From an optimization exercise on the open Yosys and OpenROAD flow, aimed at small area, a short achievable clock period and few clock cycles per item; shortcuts taken in it are not production practice.
Function was checked by simulation only, so behaviour that the tests miss may differ from the original.
Power figures rest on the tool's default switching activity, not on a simulated workload.

## flow/design.v (module list and top-level ports; edited modules follow where they fit)
// module csa_fa: 10 lines
// module csa_ha: 9 lines
// module conv_cs5: 997 lines
// module conv_cs4cb: 922 lines
// module dense_mac: 231 lines
// module cnn_top: 324 lines
// module ring_sel: 11 lines
// module inv_mux: 8 lines
// module hold_sel: 9 lines
module cnn_top (
    input  logic              clk,
    input  logic              rst,
    input  logic              load_en,
    input  logic [6:0]        load_addr,
    input  logic signed [7:0] load_data,
    input  logic              start,
    input  logic [1:0]        class_sel,
    output logic signed [7:0] score,
    output logic              conv_done,
    output logic              pool_done,
    output logic              dense_done
);
  // ...
==> flow/flow/run.sh <==
#!/bin/bash
set -euo pipefail
bash standard.sh SETUP_SLACK_MARGIN=6.6 "BUFFER_PORTS_ARGS=-buffer_cell sky130_fd_sc_hd__buf_4" \
    "CTS_ARGS=-sink_clustering_enable -repair_clock_nets -buf_list sky130_fd_sc_hd__clkbuf_16 -sink_clustering_size 24 -sink_clustering_max_diameter 120 -dont_use_dummy_load" \
    finish > standard_flow.log 2>&1
==> flow/standard.sh <==
#!/bin/bash
# synth_recipe.tcl (not shown) runs the flow's synth.tcl, then flattens the netlist and writes it again
# the make line also repeats each setting of config.mk as NAME=value (left out here)
make -C /OpenROAD-flow-scripts/flow DESIGN_CONFIG=/design/flow/config.mk WORK_HOME=/design/flow/orfs CLKGATE_MAP_FILE= SYNTH_SCRIPT=/design/flow/synth_recipe.tcl "${@:-finish}"
==> flow/config.mk <==
export PLATFORM = sky130hd
export DESIGN_NAME = cnn_top
export DESIGN_NICKNAME = cnn_top
export VERILOG_FILES = /design/flow/design.v
export SDC_FILE = /design/flow/constraint.sdc
export NUM_CORES = 4
export LEC_CHECK = 0
export CAP_MARGIN = 20
export CORE_MARGIN = 2
export CORE_UTILIZATION = 50
export CTS_BUF_LIST = sky130_fd_sc_hd__clkbuf_16
export CTS_CLUSTER_DIAMETER = 120
export CTS_CLUSTER_SIZE = 24
export SETUP_SLACK_MARGIN = 5
export SLEW_MARGIN = 20
export SYNTH_HIERARCHICAL = 1
export SYNTH_MINIMUM_KEEP_SIZE = 0
==> flow/constraint.sdc <==
create_clock -name core_clock -period 12.0 [get_ports {clk}]
set_input_delay 2.4000 -clock core_clock [delete_from_list [all_inputs] [get_ports {clk}]]
set_output_delay 2.4000 -clock core_clock [all_outputs]
set_load 0.01 [all_outputs]
==> impl_metrics.py, run 1 <==
metrics = {
    "synthesis": {
        "yosys.area_share.xor_xnor": 0.009918,
        "synth_top_family_by_area": "adder cells",
        "synthTopCellsByArea": "dfxtp_1 32%, fa_1 20%, a222oi_1 8.6%",
        "synth_most_common_cell": "dfxtp_1",
        "ys_ff_latch": 1194,
        "synth.mux.area_fraction": 0.009700,
    },
    "worst_setup_path": {
        "regToRegEndpoint": "cy3[10]",
        "cp_slowest_cell": "mux2i_2",
        "cp.depth": 4,
        "path_cells": "buf_16, mux2i_2, mux2i_1, buf_4",
        "critPathMaxFanout": 8,
        "startpoint_type": "primary input",
        "rr_worst_depth": 9,
    },
    "grt": {
        "antenna_found_initial": 6,
        "grt_use_total": 0.2642,
        "grt_max_degree": 212,
    },
    "cts": {
        "clk_latency_ns": 0.71,
        "cts_max_path_buffers": 3,
        "clock-sinks": 1194,
    },
    "power": {
        "powerSeq_uw": 5590,
        "p_switching_uw": 3898,
        "total_power_uw": 11330,
        "p_sw_frac": 0.3441,
        "p_per_area_mw_per_mm2": 171.5,
        "ir_drop_uv": 135.1,
        "power.group.top": "sequential cells",
    },
    "place": {
        "gp_congestion": 0.9019,
    },
    "finish": {
        "drive_gt1_frac": 0.03140,
        "reg_top3": "ring: 512 flops, wreg: 400 flops, score_q: 32 flops",
        "final_util": 0.5255,
        "syn_to_final_growth_pct": 4.333,
        "multi_input_area_share": 0.5067,
    },
    "drt": {
        "routed-wl-met2_um": 81230,
        "drt-initial-drc-count": 6598,
        "wl_per_cell_um": 24.01,
        "drc": 0,
        "route.met3.wl_um": 11590,
    },
    "timing": {
        "finalSetupViolCount": 0,
        "worst_pin_slew_ns": 1.083,
        "rsz0062_at_grt": "true",
        "fmax_mhz": 185.9,
    },
    "floorplanning": {
        "die_h_um": 359.9,
        "initial_core_util": 0.5037,
    },
    "status": {
        "status": "timing/DRC/antenna clean",
    },
}
Testbench counts, summed over its fixed seeds: cycles 9,360, frames 128.
==> run 2: changes to the inputs <==
==> flow/flow/run.sh (replaced) <==
#!/bin/bash
set -euo pipefail
bash standard.sh SETUP_SLACK_MARGIN=7.0 "BUFFER_PORTS_ARGS=-buffer_cell sky130_fd_sc_hd__buf_4" \
    "CTS_ARGS=-sink_clustering_enable -repair_clock_nets -buf_list sky130_fd_sc_hd__clkbuf_16 -sink_clustering_size 24 -sink_clustering_max_diameter 120 -dont_use_dummy_load" \
    finish > standard_flow.log 2>&1
==> impl_metrics.py, run 2 <==
metrics = {
    "worst_hold_path": {
        "min_path_type": "register to register",
        "min-delay-start": "n1[3]",
    },
    "timing": {
        "drv_slew": 0,
        "fin_crit_ns": 5.409,
        "fin_tns_setup_ns": 0,
        "hold_violations": 0,
        "period_share": 0.4508,
        "finalSetupViolCount": 0,
        "worst_pin_slew_ns": 1.103,
        "fmax_mhz": 184.9,
        "rsz0062_at_grt": "true",
        "timing.final.ws_setup_ns": 6.591,
        "relSlewSlack": 0.2647,
        "skew_ns": 0.05935,
    },
    "cts": {
        "cts_tree": "yes",
        "numCtsBuffers": 57,
        "cts_max_path_buffers": 3,
        "cts-root-buf": "clkbuf_16",
        "clkTransAtPathRegs_ns": 0.10,
        "cts.hold.buffers_added": 0,
        "htree_levels": 2,
        "clock-sinks": 1194,
        "clk_latency_ns": 0.70,
    },
    "drt": {
        "route.vias.total": 45400,
        "wl_per_cell_um": 24.00,
        "drc": 0,
        "viasPerCell": 6.241,
        "route.antenna.remaining_nets": 0,
        "routed_wl_um": 174600,
        "drtPass1Iterations": 12,
        "drt-initial-drc-count": 6420,
    },
    "power": {
        "p_leak_uw": 0.02762,
        "ir_drop_uv": 143.6,
        "p_per_area_mw_per_mm2": 170.7,
        "total_power_uw": 11350,
    },
    "finish": {
        "syn_to_final_growth_pct": 5.028,
        "largest-register": "ring",
        "multi_input_area_mm2": 0.03370,
        "layout_common_cells": "985 x dfxtp_1, 729 x inv_1, 660 x nand2_1, 645 x fa_1, 544 x a222oi_1",
        "fin_area_mm2": 0.06652,
        "reg_top3": "ring: 512 flops, wreg: 400 flops, score_q: 32 flops",
        "final-seq-area_mm2": 0.02569,
        "largest_register_ffs": 512,
        "final_common_cell": "dfxtp_1",
        "drive_gt1_frac": 0.04535,
        "fillers": 11070,
        "final_nets": 6428,
    },
    "floorplanning": {
        "core_area_mm2": 0.1257,
        "die-area_mm2": 0.1295,
        "die_h_um": 359.9,
        "fp.dieW_um": 359.9,
        "rows": 130,
        "initial_core_util": 0.5037,
        "io_pins": 32,
    },
    "worst_setup_path": {
        "critPathMaxFanout": 8,
        "worstSetupEndpointType": "output pin",
        "cp_slowest_cell": "mux2i_2",
        "startpoint_type": "primary input",
        "path_cells": "buf_16, mux2i_2, mux2i_1, buf_4",
        "crit_type": "primary input to output pin",
        "slowest_delay_ns": 0.23,
        "crit_start": "class_sel[0]",
        "critPathArrivalTime_ns": 3.01,
        "rr_startpoint": "ring[54][5]",
        "worstPathRequired_ns": 9.60,
    },
    "place": {
        "gp_congestion": 0.9059,
        "placed_cell_area_mm2": 0.06460,
        "place_ws_ns": 6.015,
        "detailed_place_hpwl_um": 122500,
        "port_buffers": 31,
    },
    "status": {
        "status": "timing/DRC/antenna clean",
    },
    "synthesis": {
        "async_reset_ff_frac": 0,
        "ys_types": 66,
        "yosys.area.top_type_share": 0.3227,
        "synthTopCellsByCount": "1021 x dfxtp_1, 730 x inv_1, 661 x nand2_1",
        "syn_inst": 5727,
        "synthTopCellsByArea": "dfxtp_1 32%, fa_1 20%, a222oi_1 8.6%",
        "synth_edf_count": 173,
        "yosysTopAreaCell": "dfxtp_1",
        "ys_seq_area_frac": 0.4048,
        "synth_most_common_cell": "dfxtp_1",
        "ys_warn_count": 23,
        "syn_area_mm2": 0.06333,
        "avgSynthCellArea_um2": 11.06,
        "synth_ff_type": "dfxtp_1",
        "ys_ff_latch": 1194,
    },
    "run": {
        "maxCapViolations": 0,
    },
    "grt": {
        "antenna_found_initial": 1,
        "grt_max_degree": 160,
        "grt_pass1_vias": 45120,
        "grt_use_total": 0.2652,
        "grt_pass1_wl_um": 271800,
        "gr-total-overflow": 0,
    },
}
==> run 2: cell counts after synthesis <==
Identical to the previous run, type by type.
==> run 2: cells by family after synthesis <==
family	Yosys count	synth area share
buf+inv	989	0.06810
xor+xnor	70	0.009918
flops	1194	0.4048
mux	60	0.009701
other cells	3	0.0001778
fa+ha+maj	782	0.2310
compound gates	1328	0.1832
simple gates	1301	0.09317
==> run 2: critical path, delay by kind of cell <==
family / cells / cell delay (ns)
buf+inv: 2 / 0.26
mux: 2 / 0.33
==> run 2: repair_timing <==
action                                 CTS  global route
gates cloned                             3             0
endpoints found under the hold margin    0             0
pin swaps                                0             5
gates resized for setup                 21            57
setup endpoints to repair              383           200
setup buffers                            7             5
==> run 2: per-layer routing <==
| metal | global-route usage | wire [µm] |
|---|---|---|
| met2 | 0.4372 | 81930 |
| met4 | 0.06105 | 3623 |
| met3 | 0.02914 | 11420 |
| met5 | 0 | 10 |
| met1 | 0.3766 | 77620 |
==> run 2: final cells by class <==
cell class | instances | share of cell area
multi-input cells | 3551 | 0.5067
flip-flops and latches | 1194 | 0.3862
inverters | 731 | 0.04165
well taps | 1650 | 0.03104
clock buffers | 57 | 0.02144
repair buffers | 90 | 0.01292
diodes | 2 | 0.00007524
==> run 2: final timing paths <==
| path | end | slack (ns) | depth (start not counted) |
|---|---|---|---|
| setup / recovery | score[1] | 6.59 | 4 |
| hold / removal | r2 | 0.35 | 0 |
| setup reg to reg | cy2[11] | 7.14 | 9 |
| hold reg to reg | r2 | 0.35 | 0 |
==> run 2: per-module statistics from Yosys (local to each module, per instance) <==
module	flip-flops and latches	cells
conv_cs4cb	0	358
dense_mac	0	110
conv_cs5	0	427
cnn_top	1194	2628
csa_fa	0	1
csa_ha	0	1
inv_mux	0	1
hold_sel	0	1
ring_sel	0	2
==> run 2: power by group <==
group | switching, µW | internal (µW)
Clock | 1260 | 846
Combinational | 1920 | 1730
Sequential | 726 | 4880
==> run 2: metrics by stage <==
step	hold slack, ns	std cells	util
6_report	0.3536	7275	0.5290
2_1_floorplan	0.3314	5734	-
4_1_cts	0.3557	7268	0.5272
3_3_place_gp	0.3375	7201	0.5137
3_5_place_dp	0.3436	7201	0.5138
5_1_grt	0.3643	7273	0.5290
==> run 3: changes to the inputs <==
==> flow/run.sh (new file) <==
#!/bin/bash
# synth_recipe.tcl (not shown) runs the flow's synth.tcl, then flattens the netlist and writes it again
# the make line also repeats each setting of config.mk as NAME=value (left out here)
make -C /OpenROAD-flow-scripts/flow DESIGN_CONFIG=/design/flow/config.mk WORK_HOME=/design/flow/orfs CLKGATE_MAP_FILE= SYNTH_SCRIPT=/design/flow/synth_recipe.tcl finish
removed: flow/flow/run.sh
removed: flow/standard.sh
==> impl_metrics.py, run 3 <==
metrics = {
    "finish": {
        "syn_to_final_growth_pct": 4.465,
        "largest_register_ffs": 512,
        "reg_top3": "ring: 512 flops, wreg: 400 flops, score_q: 32 flops",
        "fin_area_mm2": 0.06616,
        "diodes": 0,
        "drive_gt1_frac": 0.02719,
        "final_common_cell": "dfxtp_1",
        "largest-register": "ring",
        "final_nets": 6410,
        "layout_common_cells": "1021 x dfxtp_1, 741 x inv_1, 660 x nand2_1, 645 x fa_1, 544 x a222oi_1",
    },
    "cts": {
        "clock-sinks": 1194,
        "cts_tree": "yes",
        "clk_latency_ns": 0.73,
        "cts_resized": 0,
        "htree_levels": 2,
        "cts_max_path_buffers": 3,
        "postCtsSetupBuffers": 0,
        "cts-root-buf": "clkbuf_16",
        "clkTransAtPathRegs_ns": 0.10,
        "cts.hold.buffers_added": 0,
        "numCtsBuffers": 58,
    },
    "floorplanning": {
        "core_area_mm2": 0.1257,
        "die-area_mm2": 0.1295,
        "io_pins": 32,
        "fp.dieW_um": 359.9,
        "die_h_um": 359.9,
        "initial_core_util": 0.5037,
        "rows": 130,
    },
    "timing": {
        "hold_violations": 0,
        "relSlewSlack": 0.2637,
        "rsz0062_at_grt": "false",
        "finalSetupViolCount": 0,
        "skew_ns": 0.04094,
        "fin_crit_ns": 6.773,
        "timing.final.ws_setup_ns": 5.227,
        "fmax_mhz": 147.6,
        "hold_slack_ns": 0.3608,
        "worst_pin_slew_ns": 1.104,
        "drv_slew": 0,
        "fin_tns_setup_ns": 0,
        "period_share": 0.5644,
    },
    "worst_setup_path": {
        "critPathArrivalTime_ns": 4.37,
        "startpoint_type": "primary input",
        "regToRegEndpoint": "cy3[10]",
        "worstSetupEndpointType": "output pin",
        "rr_startpoint": "ring[55][5]",
        "crit_start": "class_sel[0]",
        "r2r_slack_ns": 6.75,
        "critPathMaxFanout": 16,
        "worstPathRequired_ns": 9.60,
        "rr_worst_depth": 9,
        "crit_type": "primary input to output pin",
        "crit_path_end": "score[4]",
    },
    "place": {
        "detailed_place_hpwl_um": 121500,
        "port_buffers": 31,
        "place_ws_ns": 5.078,
        "placed_cell_area_mm2": 0.06448,
        "gp_congestion": 0.8983,
    },
    "synthesis": {
        "ys_types": 66,
        "ys_ff_latch": 1194,
        "avgSynthCellArea_um2": 11.06,
        "synthTopCellsByArea": "dfxtp_1 32%, fa_1 20%, a222oi_1 8.6%",
        "ys_warn_count": 23,
        "yosysTopAreaCell": "dfxtp_1",
        "syn_inst": 5727,
        "synth_most_common_cell": "dfxtp_1",
        "synth_ff_type": "dfxtp_1",
        "yosys.area.top_type_share": 0.3227,
        "ys_seq_area_frac": 0.4048,
        "synthTopCellsByCount": "1021 x dfxtp_1, 730 x inv_1, 661 x nand2_1",
        "syn_area_mm2": 0.06333,
        "synth_edf_count": 173,
        "async_reset_ff_frac": 0,
    },
    "status": {
        "status": "timing/DRC/antenna clean",
    },
    "drt": {
        "drtPass1Iterations": 11,
        "drt-initial-drc-count": 6108,
        "route.antenna.remaining_nets": 0,
        "route.vias.total": 44810,
        "wl_per_cell_um": 23.54,
        "viasPerCell": 6.156,
        "drc": 0,
        "routed_wl_um": 171300,
    },
    "power": {
        "ir_drop_uv": 133.3,
        "p_leak_uw": 0.02751,
        "p_per_area_mw_per_mm2": 174.2,
    },
    "worst_hold_path": {
        "min_path_type": "register to register",
    },
    "grt": {
        "grt_use_total": 0.2601,
        "antenna_found_initial": 3,
        "grt_max_degree": 228,
        "grt_pass1_vias": 44490,
        "gr-total-overflow": 0,
        "grt_pass1_wl_um": 266900,
    },
    "run": {
        "maxCapViolations": 0,
    },
}
## run 3: per-layer routing
| metal | track usage | vias up | share of wire |
|---|---|---|---|
| met5 | 0 | - | 0.00016 |
| met4 | 0.05347 | 4 | 0.019 |
| met3 | 0.02909 | 192 | 0.062 |
| met2 | 0.4295 | 1502 | 0.47 |
| met1 | 0.3706 | 22850 | 0.45 |
| li1 | - | 20260 | - |
## run 3: stage by stage
| stage | utilization | instances | power, µW |
|---|---|---|---|
| global placement | 0.5129 | 7197 | 9301 |
| global route | 0.5262 | 7278 | 12410 |
| CTS | 0.5261 | 7278 | 11640 |
| floorplan | - | 5734 | 9082 |
| finish | 0.5262 | 7278 | 11530 |
| detailed placement | 0.5129 | 7197 | 9426 |
## run 3: cell families after synthesis
group           count (synthesis)  synth area share
xor+xnor                       70          0.009918
flops                        1194            0.4048
compound gates               1328            0.1832
fa+ha+maj                     782            0.2310
mux                            60          0.009701
buf+inv                       989           0.06810
simple gates                 1301           0.09317
other cells                     3         0.0001778
## run 3: how the worst min path moves through the flow
| stage | end | depth (start not counted) | startpoint |
|---|---|---|---|
| 2_1_floorplan | c2 | 0 | n1[0] |
| 3_3_place_gp | c2 | 0 | n1[0] |
| 3_5_place_dp | c2 | 0 | n1[0] |
| 4_1_cts | c2 | 0 | n1[0] |
| 5_1_grt | c2 | 0 | n1[0] |
| 6_report | c2 | 0 | n1[0] |
## run 3: final cells by class
type,instances,area [µm²]
Clock inverter,22,183.9
Clock buffer,59,1476
Multi-Input combinational cell,3551,33440
Inverter,731,2751
Timing Repair Buffer,71,606.8
Tap cell,1650,2064
Sequential cell,1194,25630
Fill cell,11290,59570
## run 3: Yosys stat by module (local to each module, per instance)
module      area (µm²)  flip-flops and latches  copies in the design  cells inside
hold_sel         8.758                       0                   400             1
cnn_top          34160                    1194                     1          2628
csa_fa           20.02                       0                   628             1
inv_mux          10.01                       0                    24             1
dense_mac        689.4                       0                     2           110
ring_sel         13.76                       0                   512             2
conv_cs4cb        1918                       0                     1           358
conv_cs5          2283                       0                     1           427
csa_ha           12.51                       0                    18             1
## run 3: worst max-delay path: stages
cell and delay, ns:
clkdlybuf4s50_1 1.03, mux2i_1 0.19, mux2i_1 0.19, clkdlybuf4s50_1 0.56
## run 3: report_power, final
group	switching [µW]	leakage, µW	internal, µW
combinational	1990	0.0167	1750
clock	1330	0.000853	902
sequential	692	0.00991	4870

[re-timing with driven ports]
The flow's constraints put no driver on any port. The routed layouts listed below were extracted and timed again, unchanged, in two steps. Step 1 sets driving cells, clkbuf_16 on the clock port and buf_2 on the other inputs (assumed; they add their load-dependent delay and slew). Step 2, shift: input delay + t, output delay - t, t = (earliest + latest rising clock arrival at the registers) / 2. This alone moves slack from input paths to output paths. Three values: ideal, step 1, step 2; two values: the first two.
run | shift t [ns] | setup slack, ns | latest minus earliest clock arrival (ns) | worst slew at a driven data input, ns
run 1 | 0.746 | 6.622 / 6.492 / 6.148 | 0.086 / 0.086 | 0.16
run 2 | 0.745 | 6.591 / 6.436 / 6.344 | 0.070 / 0.070 | 0.16
run 3 | 0.776 | 5.227 / 5.200 / 4.901 | 0.045 / 0.045 | 0.08
After both steps setup and hold are still met in every run listed. The setup slack of run 1, which loses most, moves by -0.130 ns with the drivers and by -0.474 ns with both steps.
